Source: an optimization exercise on an open RTL-to-GDS flow (aim: small area and a short achievable clock period). Production flows keep margins and buffers that such runs may drop.
In this exercise RTL edits were held to simulation tests only and were not proved equivalent to the original.
Power figures rest on the tool's default switching activity, not on a simulated workload.

`flow/config.mk`:
```
export PLATFORM = sky130hd
export DESIGN_NAME = invaders_top
export DESIGN_NICKNAME = invaders_top
export VERILOG_FILES = /design/flow/design.v
export SDC_FILE = /design/flow/constraint.sdc
export NUM_CORES = 4
export LEC_CHECK = 0
export CAP_MARGIN = 20
export CORE_MARGIN = 2
export CORE_UTILIZATION = 40
export SLEW_MARGIN = 20
```
`flow/constraint.sdc`:
```
create_clock -name core_clock -period 6.0 [get_ports {clk}]
set_input_delay 1.2000 -clock core_clock [delete_from_list [all_inputs] [get_ports {clk}]]
set_output_delay 1.2000 -clock core_clock [all_outputs]
set_load 0.01 [all_outputs]
```
`flow/design.v`:
```
`default_nettype none
package invaders_pkg;
    typedef logic [9:0] coord_t;
    typedef struct packed {
        coord_t x;
        coord_t y;
    } pos_t;
    typedef struct packed {
        logic       game_over;
        logic       game_win;
        logic [1:0] lives;
    } status_t;
    localparam int SCREEN_WIDTH  = 640;
    localparam int SCREEN_HEIGHT = 480;
    localparam int   ALIEN_W         = 16;
    localparam int   ALIEN_H         = 16;
    localparam int   ALIEN_H_SPACING = 60;
    localparam int   ALIEN_V_SPACING = 45;
    localparam pos_t ALIEN_START     = {10'd50, 10'd50};
    localparam int   ALIEN_STEP      = 2;
    localparam int   ALIEN_DROP      = 20;
    localparam int     SHIP_W       = 16;
    localparam int     SHIP_H       = 30;
    localparam coord_t SHIP_Y       = 10'd440;
    localparam coord_t SHIP_START_X = 10'd320;
    localparam int     ROCKET_W     = 7;
    localparam int     ROCKET_H     = 3;
    localparam int     ROCKET_SPEED = 2;
    localparam int     LASER_W      = 7;
    localparam int     LASER_H      = 3;
    localparam int     LASER_SPEED  = 1;
    localparam logic [5:0]  EXPLOSION_TICKS = 6'd35;
    localparam logic [1:0]  START_LIVES     = 2'd3;
    localparam logic [7:0]  POINTS_PER_KILL = 8'd10;
    localparam logic [7:0]  START_PERIOD    = 8'd8;
    localparam logic [15:0] LFSR_SEED       = 16'hACE1;
    localparam logic [2:0] REG_CONTROL    = 3'd0;
    localparam logic [2:0] REG_STATUS     = 3'd1;
    localparam logic [2:0] REG_SCORE      = 3'd2;
    localparam logic [2:0] REG_HIGH_SCORE = 3'd3;
    localparam logic [2:0] REG_SHIP_X     = 3'd4;
    localparam logic [2:0] REG_ALIVE      = 3'd5;
endpackage
`default_nettype wire
`timescale 1ns/1ps
`default_nettype none
import invaders_pkg::*;
module alien_fleet #(
    parameter int ALIEN_COLS = 6,
    parameter int ALIEN_ROWS = 3
) (
    input  wire logic                             clk,
    input  wire logic                             reset,
    input  wire logic                             step,
    input  wire logic                             restart,
    input  wire logic                             kill,
    input  wire logic [4:0]                       kill_index,
    input  wire logic                             period_dec,
    output invaders_pkg::pos_t                    fleet_origin,
    output logic [ALIEN_COLS*ALIEN_ROWS-1:0]      alive,
    output logic                                  bottom_reached
);
    logic                  dir_right;
    logic [7:0]            period;
    logic [7:0]            count;
    logic [ALIEN_COLS-1:0] col_live;
    logic [ALIEN_ROWS-1:0] row_live;
    int                    left_col;
    int                    right_col;
    int                    low_row;
    invaders_pkg::coord_t                left_edge;
    invaders_pkg::coord_t                right_edge;
    invaders_pkg::coord_t                bottom_edge;
    logic                  hit_edge;
    always_comb begin
        col_live = '0;
        row_live = '0;
        for (int r = 0; r < ALIEN_ROWS; r++) begin
            for (int c = 0; c < ALIEN_COLS; c++) begin
                if (alive[r*ALIEN_COLS + c]) begin
                    col_live[c] = 1'b1;
                    row_live[r] = 1'b1;
                end
            end
        end
    end
    always_comb begin
        left_col  = 0;
        right_col = 0;
        low_row   = 0;
        for (int c = ALIEN_COLS - 1; c >= 0; c--) begin
            if (col_live[c]) left_col = c;
        end
        for (int c = 0; c < ALIEN_COLS; c++) begin
            if (col_live[c]) right_col = c;
        end
        for (int r = 0; r < ALIEN_ROWS; r++) begin
            if (row_live[r]) low_row = r;
        end
    end
    assign left_edge   = fleet_origin.x + invaders_pkg::coord_t'(left_col * ALIEN_H_SPACING);
    assign right_edge  = fleet_origin.x + invaders_pkg::coord_t'(right_col * ALIEN_H_SPACING + ALIEN_W);
    assign bottom_edge = fleet_origin.y + invaders_pkg::coord_t'(low_row * ALIEN_V_SPACING + ALIEN_H);
    assign hit_edge = dir_right ? (right_edge + ALIEN_STEP > SCREEN_WIDTH)
                                : (left_edge < ALIEN_STEP);
    assign bottom_reached = (|alive) && (bottom_edge >= SHIP_Y - 50);
    always_ff @(posedge clk or posedge reset) begin
        if (reset) begin
            fleet_origin <= ALIEN_START;
            dir_right    <= 1'b1;
            period       <= START_PERIOD;
            count        <= '0;
            alive        <= '1;
        end else if (restart) begin
            fleet_origin <= ALIEN_START;
            dir_right    <= 1'b1;
            period       <= START_PERIOD;
            count        <= '0;
            alive        <= '1;
        end else if (step) begin
            if (kill) begin
                alive[kill_index] <= 1'b0;
            end
            if (period_dec && period > 8'd1) begin
                period <= period - 8'd1;
            end
            if (count + 8'd1 >= period) begin
                count <= '0;
                if (hit_edge) begin
                    dir_right      <= !dir_right;
                    fleet_origin.y <= fleet_origin.y + invaders_pkg::coord_t'(ALIEN_DROP);
                end else if (dir_right) begin
                    fleet_origin.x <= fleet_origin.x + invaders_pkg::coord_t'(ALIEN_STEP);
                end else begin
                    fleet_origin.x <= fleet_origin.x - invaders_pkg::coord_t'(ALIEN_STEP);
                end
            end else begin
                count <= count + 8'd1;
            end
        end
    end
endmodule
`default_nettype wire
`timescale 1ns/1ps
`default_nettype none
import invaders_pkg::*;
module rocket_unit #(
    parameter int ALIEN_COLS = 6,
    parameter int ALIEN_ROWS = 3
) (
    input  wire logic                             clk,
    input  wire logic                             reset,
    input  wire logic                             step,
    input  wire logic                             restart,
    input  wire logic                             fire,
    input  wire logic                             left,
    input  wire logic                             right,
    input  wire logic                             ship_hit,
    input  wire invaders_pkg::pos_t               fleet_origin,
    input  wire logic [ALIEN_COLS*ALIEN_ROWS-1:0] alive,
    output invaders_pkg::pos_t                    ship_pos,
    output logic                                  kill,
    output logic [4:0]                            kill_index
);
    invaders_pkg::coord_t     ship_x;
    logic [5:0] explode_timer;
    logic       rocket_active;
    invaders_pkg::pos_t       rocket;
    logic       hit;
    assign ship_pos = {ship_x, SHIP_Y};
    always_comb begin
        invaders_pkg::coord_t ax;
        invaders_pkg::coord_t ay;
        hit        = 1'b0;
        kill_index = '0;
        for (int i = ALIEN_COLS*ALIEN_ROWS - 1; i >= 0; i--) begin
            ax = fleet_origin.x + invaders_pkg::coord_t'((i % ALIEN_COLS) * ALIEN_H_SPACING);
            ay = fleet_origin.y + invaders_pkg::coord_t'((i / ALIEN_COLS) * ALIEN_V_SPACING);
            if (alive[i] && rocket.x < ax + ALIEN_W && rocket.x + ROCKET_W > ax
                    && rocket.y < ay + ALIEN_H && rocket.y + ROCKET_H > ay) begin
                hit        = 1'b1;
                kill_index = 5'(i);
            end
        end
    end
    assign kill = step && rocket_active && hit;
    always_ff @(posedge clk or posedge reset) begin
        if (reset) begin
            ship_x        <= SHIP_START_X;
            explode_timer <= '0;
            rocket_active <= 1'b0;
            rocket        <= '0;
        end else if (restart) begin
            ship_x        <= SHIP_START_X;
            explode_timer <= '0;
            rocket_active <= 1'b0;
            rocket        <= '0;
        end else if (step) begin
            if (right) begin
                if (ship_x < SCREEN_WIDTH - SHIP_W - 1) ship_x <= ship_x + 1'b1;
            end else if (left && ship_x > 1) begin
                ship_x <= ship_x - 1'b1;
            end
            if (ship_hit) begin
                explode_timer <= EXPLOSION_TICKS;
            end else if (explode_timer != '0) begin
                explode_timer <= explode_timer - 1'b1;
            end
            if (kill) begin
                rocket_active <= 1'b0;
            end else if (rocket_active) begin
                if (rocket.y < ROCKET_SPEED) begin
                    rocket_active <= 1'b0;
                end else begin
                    rocket.y <= rocket.y - invaders_pkg::coord_t'(ROCKET_SPEED);
                end
            end else if (fire && explode_timer == '0) begin
                rocket_active <= 1'b1;
                rocket.x      <= ship_x + invaders_pkg::coord_t'((SHIP_W - ROCKET_W) / 2);
                rocket.y      <= SHIP_Y - invaders_pkg::coord_t'(ROCKET_H);
            end
        end
    end
endmodule
`default_nettype wire
`timescale 1ns/1ps
`default_nettype none
import invaders_pkg::*;
module alien_laser #(
    parameter int ALIEN_COLS = 6,
    parameter int ALIEN_ROWS = 3
) (
    input  wire logic                             clk,
    input  wire logic                             reset,
    input  wire logic                             step,
    input  wire logic                             restart,
    input  wire invaders_pkg::pos_t               fleet_origin,
    input  wire logic [ALIEN_COLS*ALIEN_ROWS-1:0] alive,
    input  wire invaders_pkg::pos_t               ship_pos,
    output logic                                  ship_hit
);
    localparam int CW = $clog2(ALIEN_COLS + 1);
    localparam int RW = $clog2(ALIEN_ROWS + 1);
    logic [15:0]   lfsr;
    logic          laser_active;
    invaders_pkg::pos_t          laser;
    logic [CW-1:0] scan_col;
    logic [RW-1:0] scan_row;
    logic          can_shoot;
    invaders_pkg::coord_t        shoot_x;
    invaders_pkg::coord_t        shoot_y;
    logic          overlap;
    always_ff @(posedge clk or posedge reset) begin
        if (reset) begin
            lfsr <= LFSR_SEED;
        end else if (restart) begin
            lfsr <= LFSR_SEED;
        end else begin
            lfsr <= {lfsr[14:0], lfsr[15] ^ lfsr[13] ^ lfsr[12] ^ lfsr[10]};
        end
    end
    always_comb begin
        can_shoot = alive[int'(scan_row) * ALIEN_COLS + int'(scan_col)];
        for (int r = 0; r < ALIEN_ROWS; r++) begin
            if (r > int'(scan_row) && alive[r*ALIEN_COLS + int'(scan_col)]) begin
                can_shoot = 1'b0;
            end
        end
    end
    assign shoot_x = fleet_origin.x
                   + invaders_pkg::coord_t'(int'(scan_col) * ALIEN_H_SPACING + (ALIEN_W - LASER_W) / 2);
    assign shoot_y = fleet_origin.y + invaders_pkg::coord_t'(int'(scan_row) * ALIEN_V_SPACING + ALIEN_H);
    assign overlap = laser.x < ship_pos.x + SHIP_W && laser.x + LASER_W > ship_pos.x
                  && laser.y < ship_pos.y + SHIP_H && laser.y + LASER_H > ship_pos.y;
    assign ship_hit = step && laser_active && overlap;
    always_ff @(posedge clk or posedge reset) begin
        if (reset) begin
            laser_active <= 1'b0;
            laser        <= '0;
            scan_col     <= '0;
            scan_row     <= '0;
        end else if (restart) begin
            laser_active <= 1'b0;
            laser        <= '0;
            scan_col     <= '0;
            scan_row     <= '0;
        end else if (step) begin
            if (ship_hit) begin
                laser_active <= 1'b0;
            end else if (laser_active) begin
                if (laser.y + LASER_H >= SCREEN_HEIGHT) begin
                    laser_active <= 1'b0;
                end else begin
                    laser.y <= laser.y + invaders_pkg::coord_t'(LASER_SPEED);
                end
            end else begin
                if (can_shoot && lfsr[0]) begin
                    laser_active <= 1'b1;
                    laser        <= {shoot_x, shoot_y};
                end
                if (scan_col == CW'(ALIEN_COLS - 1)) begin
                    scan_col <= '0;
                    scan_row <= (scan_row == RW'(ALIEN_ROWS - 1)) ? '0 : scan_row + 1'b1;
                end else begin
                    scan_col <= scan_col + 1'b1;
                end
            end
        end
    end
endmodule
`default_nettype wire
`timescale 1ns/1ps
`default_nettype none
import invaders_pkg::*;
module game_status #(
    parameter int ALIEN_COLS = 6,
    parameter int ALIEN_ROWS = 3
) (
    input  wire logic                             clk,
    input  wire logic                             reset,
    input  wire logic                             step,
    input  wire logic                             restart,
    input  wire logic                             kill,
    input  wire logic                             ship_hit,
    input  wire logic                             bottom_reached,
    input  wire logic [ALIEN_COLS*ALIEN_ROWS-1:0] alive,
    output invaders_pkg::status_t                 status,
    output logic [7:0]                            score,
    output logic [7:0]                            high_score,
    output logic                                  period_dec
);
    logic [1:0] kill_count;
    assign period_dec = step && kill && kill_count == 2'd2;
    always_ff @(posedge clk or posedge reset) begin
        if (reset) begin
            status     <= {1'b0, 1'b0, START_LIVES};
            score      <= '0;
            high_score <= '0;
            kill_count <= '0;
        end else begin
            if (score > high_score) high_score <= score;
            if (restart) begin
                status     <= {1'b0, 1'b0, START_LIVES};
                score      <= '0;
                kill_count <= '0;
            end else begin
                if (step && kill) begin
                    score      <= score + POINTS_PER_KILL;
                    kill_count <= (kill_count == 2'd2) ? 2'd0 : kill_count + 2'd1;
                end
                if (step && ship_hit && status.lives != 2'd0) begin
                    status.lives <= status.lives - 2'd1;
                end
                if (status.lives == 2'd0 || bottom_reached) status.game_over <= 1'b1;
                if (alive == '0) status.game_win <= 1'b1;
            end
        end
    end
endmodule
`default_nettype wire
`timescale 1ns/1ps
`default_nettype none
import invaders_pkg::*;
module invaders_regs #(
    parameter int ALIEN_COLS = 6,
    parameter int ALIEN_ROWS = 3
) (
    input  wire logic                             clk,
    input  wire logic                             reset,
    input  wire logic                             frame_tick,
    input  wire logic                             wb_cyc,
    input  wire logic                             wb_stb,
    input  wire logic                             wb_we,
    input  wire logic [2:0]                       wb_adr,
    input  wire logic [31:0]                      wb_dat_w,
    output logic [31:0]                           wb_dat_r,
    output logic                                  wb_ack,
    input  wire invaders_pkg::status_t            status,
    input  wire logic [7:0]                       score,
    input  wire logic [7:0]                       high_score,
    input  wire invaders_pkg::pos_t               ship_pos,
    input  wire logic [ALIEN_COLS*ALIEN_ROWS-1:0] alive,
    output logic                                  step,
    output logic                                  restart
);
    logic        run;
    logic        req;
    logic [31:0] read_data;
    assign req  = wb_cyc && wb_stb && !wb_ack;
    assign step = frame_tick && run && !status.game_over && !status.game_win;
    always_comb begin
        case (wb_adr)
            REG_CONTROL:    read_data = {31'b0, run};
            REG_STATUS:     read_data = 32'(status);
            REG_SCORE:      read_data = 32'(score);
            REG_HIGH_SCORE: read_data = 32'(high_score);
            REG_SHIP_X:     read_data = 32'(ship_pos.x);
            REG_ALIVE:      read_data = 32'(alive);
            default:        read_data = '0;
        endcase
    end
    always_ff @(posedge clk or posedge reset) begin
        if (reset) begin
            run     <= 1'b0;
            wb_ack  <= 1'b0;
            restart <= 1'b0;
        end else begin
            wb_ack  <= req;
            restart <= 1'b0;
            if (req && wb_we && wb_adr == REG_CONTROL) begin
                run     <= wb_dat_w[0];
                restart <= wb_dat_w[1];
            end
        end
    end
    always_ff @(posedge clk) begin
        if (req) wb_dat_r <= read_data;
    end
endmodule
`default_nettype wire
`timescale 1ns/1ps
`default_nettype none
import invaders_pkg::*;
module invaders_top #(
    parameter int ALIEN_COLS = 6,
    parameter int ALIEN_ROWS = 3
) (
    input  wire logic        clk,
    input  wire logic        reset,
    input  wire logic        frame_tick,
    input  wire logic        fire,
    input  wire logic        left,
    input  wire logic        right,
    input  wire logic        wb_cyc,
    input  wire logic        wb_stb,
    input  wire logic        wb_we,
    input  wire logic [2:0]  wb_adr,
    input  wire logic [31:0] wb_dat_w,
    output logic [31:0]      wb_dat_r,
    output logic             wb_ack
);
    logic                             step;
    logic                             restart;
    invaders_pkg::pos_t                             fleet_origin;
    invaders_pkg::pos_t                             ship_pos;
    logic [ALIEN_COLS*ALIEN_ROWS-1:0] alive;
    logic                             bottom_reached;
    logic                             kill;
    logic [4:0]                       kill_index;
    logic                             ship_hit;
    logic                             fleet_period_dec;
    invaders_pkg::status_t                          status;
    logic [7:0]                       score;
    logic [7:0]                       high_score;
    invaders_regs #(.ALIEN_COLS(ALIEN_COLS), .ALIEN_ROWS(ALIEN_ROWS)) u_regs (
        .clk        (clk),
        .reset      (reset),
        .frame_tick (frame_tick),
        .wb_cyc     (wb_cyc),
        .wb_stb     (wb_stb),
        .wb_we      (wb_we),
        .wb_adr     (wb_adr),
        .wb_dat_w   (wb_dat_w),
        .wb_dat_r   (wb_dat_r),
        .wb_ack     (wb_ack),
        .status     (status),
        .score      (score),
        .high_score (high_score),
        .ship_pos   (ship_pos),
        .alive      (alive),
        .step       (step),
        .restart    (restart)
    );
    alien_fleet #(.ALIEN_COLS(ALIEN_COLS), .ALIEN_ROWS(ALIEN_ROWS)) u_fleet (
        .clk            (clk),
        .reset          (reset),
        .step           (step),
        .restart        (restart),
        .kill           (kill),
        .kill_index     (kill_index),
        .period_dec     (fleet_period_dec),
        .fleet_origin   (fleet_origin),
        .alive          (alive),
        .bottom_reached (bottom_reached)
    );
    rocket_unit #(.ALIEN_COLS(ALIEN_COLS), .ALIEN_ROWS(ALIEN_ROWS)) u_rocket (
        .clk          (clk),
        .reset        (reset),
        .step         (step),
        .restart      (restart),
        .fire         (fire),
        .left         (left),
        .right        (right),
        .ship_hit     (ship_hit),
        .fleet_origin (fleet_origin),
        .alive        (alive),
        .ship_pos     (ship_pos),
        .kill         (kill),
        .kill_index   (kill_index)
    );
    alien_laser #(.ALIEN_COLS(ALIEN_COLS), .ALIEN_ROWS(ALIEN_ROWS)) u_laser (
        .clk          (clk),
        .reset        (reset),
        .step         (step),
        .restart      (restart),
        .fleet_origin (fleet_origin),
        .alive        (alive),
        .ship_pos     (ship_pos),
        .ship_hit     (ship_hit)
    );
    game_status #(.ALIEN_COLS(ALIEN_COLS), .ALIEN_ROWS(ALIEN_ROWS)) u_status (
        .clk            (clk),
        .reset          (reset),
        .step           (step),
        .restart        (restart),
        .kill           (kill),
        .ship_hit       (ship_hit),
        .bottom_reached (bottom_reached),
        .alive          (alive),
        .status         (status),
        .score          (score),
        .high_score     (high_score),
        .period_dec     (fleet_period_dec)
    );
endmodule
`default_nettype wire
```
`flow/run.sh`:
```
#!/bin/bash
# synth_recipe.tcl (not shown) runs the flow's synth.tcl, then flattens the netlist and writes it again
# the make line also repeats each setting of config.mk as NAME=value (left out here)
make -C /OpenROAD-flow-scripts/flow DESIGN_CONFIG=/design/flow/config.mk WORK_HOME=/design/flow/orfs CLKGATE_MAP_FILE= SYNTH_SCRIPT=/design/flow/synth_recipe.tcl finish
```
==> run summary <==
==> per-layer routing <==
| metal | vias to the layer above | part of all wire (%) |
|---|---|---|
| met3 | 73 | 3.8 |
| met2 | 391 | 47 |
| met1 | 7898 | 47 |
| met5 | - | 0 |
| li1 | 7862 | - |
| met4 | 0 | 2.3 |
==> how the worst max path moves through the flow <==
| stage | startpoint | end | depth (start not counted) |
|---|---|---|---|
| 3_3_place_gp | u_fleet.alive[5] | u_fleet.fleet_origin[9] | 22 |
| 4_1_cts | u_fleet.alive[1] | u_fleet.fleet_origin[9] | 23 |
| 6_report | u_fleet.fleet_origin[13] | u_fleet.alive[2] | 26 |
| 5_1_grt | u_fleet.fleet_origin[12] | u_fleet.alive[2] | 25 |
| 3_5_place_dp | u_fleet.alive[5] | u_fleet.fleet_origin[9] | 22 |
| 2_1_floorplan | u_fleet.fleet_origin[14] | u_fleet.alive[2] | 25 |
==> timing repair <==
action / CTS / global route
gates cloned: 0 / 0
resized for setup: 2 / 14
pin swaps: 0 / 2
setup endpoints to repair: 2 / 30
buffers inserted: 0 / 3
==> registers in the layout, summed over array words and instances, names as in the netlist, 2 cells and up <==
signal	cells
u_rocket.rocket	20
u_status.kill_count	2
u_fleet.period	8
u_status.score	7
u_rocket.explode_timer	6
u_fleet.count	8
u_status.high_score	7
u_regs.wb_dat_r	18
u_laser.scan_row	2
u_fleet.alive	18
u_laser.lfsr	16
u_laser.laser	20
u_fleet.fleet_origin	18
u_status.status	4
u_laser.scan_col	3
u_rocket.ship_x	10
==> per-stage QoR <==
stage          utilization (%)  std cells  hold slack [ns]  total power [W]
2_1_floorplan                -       2167            0.410          0.00248
3_3_place_gp              43.2       2783            0.414          0.00282
3_5_place_dp              43.2       2783            0.415          0.00285
4_1_cts                   44.4       2815            0.447          0.00397
5_1_grt                   44.6       2818            0.454          0.00422
6_report                  44.6       2818            0.439          0.00396
==> cells by family (layout without fill, tap and decap cells) <==
logic type	count (synthesis)	count (layout)	share of synthesized area, %
mux	49	49	3.25
simple gates	650	650	17.7
other cells	2	17	0.0396
buf+inv	252	296	5.69
xor+xnor	176	176	8.17
compound gates	507	507	18.3
fa+ha+maj	343	343	23.3
flops	173	173	23.6
==> final cells by class <==
class                           instances  area, um^2
Clock buffer                           17         425
Clock inverter                         15         149
Fill cell                            4571       25800
Inverter                              167         636
Multi-Input combinational cell       1742       13600
Sequential cell                       173        4470
Tap cell                              607         759
Timing Repair Buffer                   97         808
==> synth_stat cells (all sizes together), types with 33 or more instances <==
cell type  count  area share (%)
xnor2        136             6.3
o21ai         99             2.7
nand2        118             2.3
dfrtp        117              15
nor3          60             1.6
dfstp         38             5.3
a21o          35             1.4
inv          166             3.3
a31oi         41             1.4
ha           324              21
nand3         66             1.7
a21oi        119             3.2
a211oi        34             1.4
nor2         160             3.2
nor2b         33             1.1
clkbuf        52             1.1
xor2          40             1.8
==> power by group <==
group / internal (W) / switching, W / leakage, nW
sequential: 0.00134 / 0.000167 / 2.09
clock: 0.000552 / 0.000553 / 0.285
combinational: 0.000603 / 0.000745 / 7.14
total: 0.00249 / 0.00147 / 9.51
==> cell usage in the layout (no fill, tap or decap), types with 31 or more instances in the layout <==
cell and instances:
a21oi_1 118, nand2_1 118, dfstp_2 38, o21ai_0 87, nor3_1 56, clkdlybuf4s50_1 32, a31oi_1 41, xnor2_1 133
buf_4 65, a21o_1 35, nor2b_1 33, a211oi_1 31, dfrtp_1 116, inv_1 160, xor2_1 40, nand3_1 66
nor2_1 159, ha_1 324
==> flow_summary.toml <==
[run_status]
status = "complete, no violations"

[timing]
tns_ns = 0
period_minus_slack_ns = 5.59
drv_slew = 0
max_freq_ghz = 0.179
grt_setup_unrepaired = "yes"
setup_ws_ns = 0.406
finalSetupViolations = 0
post-route-period-util_pct = 93.2
worstMarginPinSlew_ns = 1.07
final_hold_viol_count = 0
slew_headroom_pct = 28.5
finClkSkew_ns = 0.0114

[routing]
wl_per_cell_um = 19.0
vias_per_cell = 5.76
drc_errors = 0
first_pass_iters = 18
vias = 16200
drt_iter0_drc = 1205
wl_mm = 53.5
ant_nets = 0

[placement]
numPortBuffers = 32
dp_hpwl_mm = 40.9
place_area_mm2 = 0.0201
gp_congestion = 0.928
preCtsSetupSlack_ns = -0.0879

[floorplan]
initial_utilization_pct = 40.6
die_x_um = 222
dieArea_mm2 = 0.0492
rows = 79
ioPinCount = 77
dieHeight_um = 222
core_mm2 = 0.0467

[finish]
syn2layout_area_growth_pct = 9.81
stdcell_area_mm2 = 0.0208
antenna_cells = 0
nNetsFinal = 2584
layout-drive-gt1-share_pct = 10.2

[pwr]
power.density_mw_per_mm2 = 190
p_leak_nw = 9.51
ir_worst_vdd_v = 0.000178

[critical_path]
slowest_delay_ns = 0.44
crit_fanout = 6
timing.critical_path.mode_cell = "ha_1"
timing.rr.end = "u_fleet.alive[2]"
r2r_start = "u_fleet.fleet_origin[13]"
crit_family = "compound AO/OA/AOI/OAI gates"
r2r_cells = 26
endpoint_kind = "flip-flop"
crit_arrival_ns = 5.94
required_ns = 6.35
path_buf_inv = 3
criticalPathCategory = "flip-flop to flip-flop"
cp_slowest_cell = "a2111o_1"
critPathLaunchType = "flip-flop"
r2r_slack_ns = 0.41

[global_route]
grt_pass1_vias = 15900
top_usage_layer = "met2"
track_usage_pct = 21.7
use_met1_pct = 29.9
grt_max_degree = 77
grt_pass1_wl_mm = 86.3
gr-usage-met3_pct = 2.16
grt.overflow.total = 0
met2_usage_pct = 36.0
antenna_found_initial = 0

[yosys]
yosysWarnings = 5
ys_async_sr_fraction_pct = 89.6
synth_edf_count = 18
ys_seq_area_share_pct = 23.6
ys_types = 114
postSynthCellCount = 2152
synth_area_mm2 = 0.0190
yosys_register_bits = 173
synth-main-ff-cell = "dfrtp_1"
postSynthAreaPerCell_um2 = 8.81

[cts]
clk_latency_ns = 0.46
cts.sinks = 173
cts_root_buffer = "clkbuf_16"
htree_levels = 4
holdBufCountCts = 0
cts_buffers = 17
clk_pin_slew_ns = 0.07
cts_buffer_depth = 2
cts_tree = "done"

[job]
maxCapViolCount = 0

[worst_hold_path]
hold_start = "u_laser.lfsr[9]"
hold_path_end = "u_laser.lfsr[10]"
hp-class = "flip-flop to flip-flop"
whs_path_depth = 1

[re-timing with driven ports]
In the flow no input, the clock included, has a driving cell. The finished layout below was timed again as built, in two steps.
Step 1: set_driving_cell puts a clkbuf_16 on clk and a buf_2 on each other input, an assumption about the parent block.
Step 2, shift: input delay + t, output delay - t, t = (earliest + latest rising clock arrival at the registers) / 2. This alone moves slack from input paths to output paths.
a / b / c = ideal ports / drivers / drivers and shift; a / b = the first two.
t (ns): 0.504
setup WS [ns]: 0.406 / 0.406 / 0.406
latest minus earliest clock arrival (ns): 0.012 / 0.012
cell pins on the clock port's net: 1
After both steps this run still meets setup and hold. The setup slack of this run moves by 0.000 ns with the drivers and by 0.000 ns with both steps.
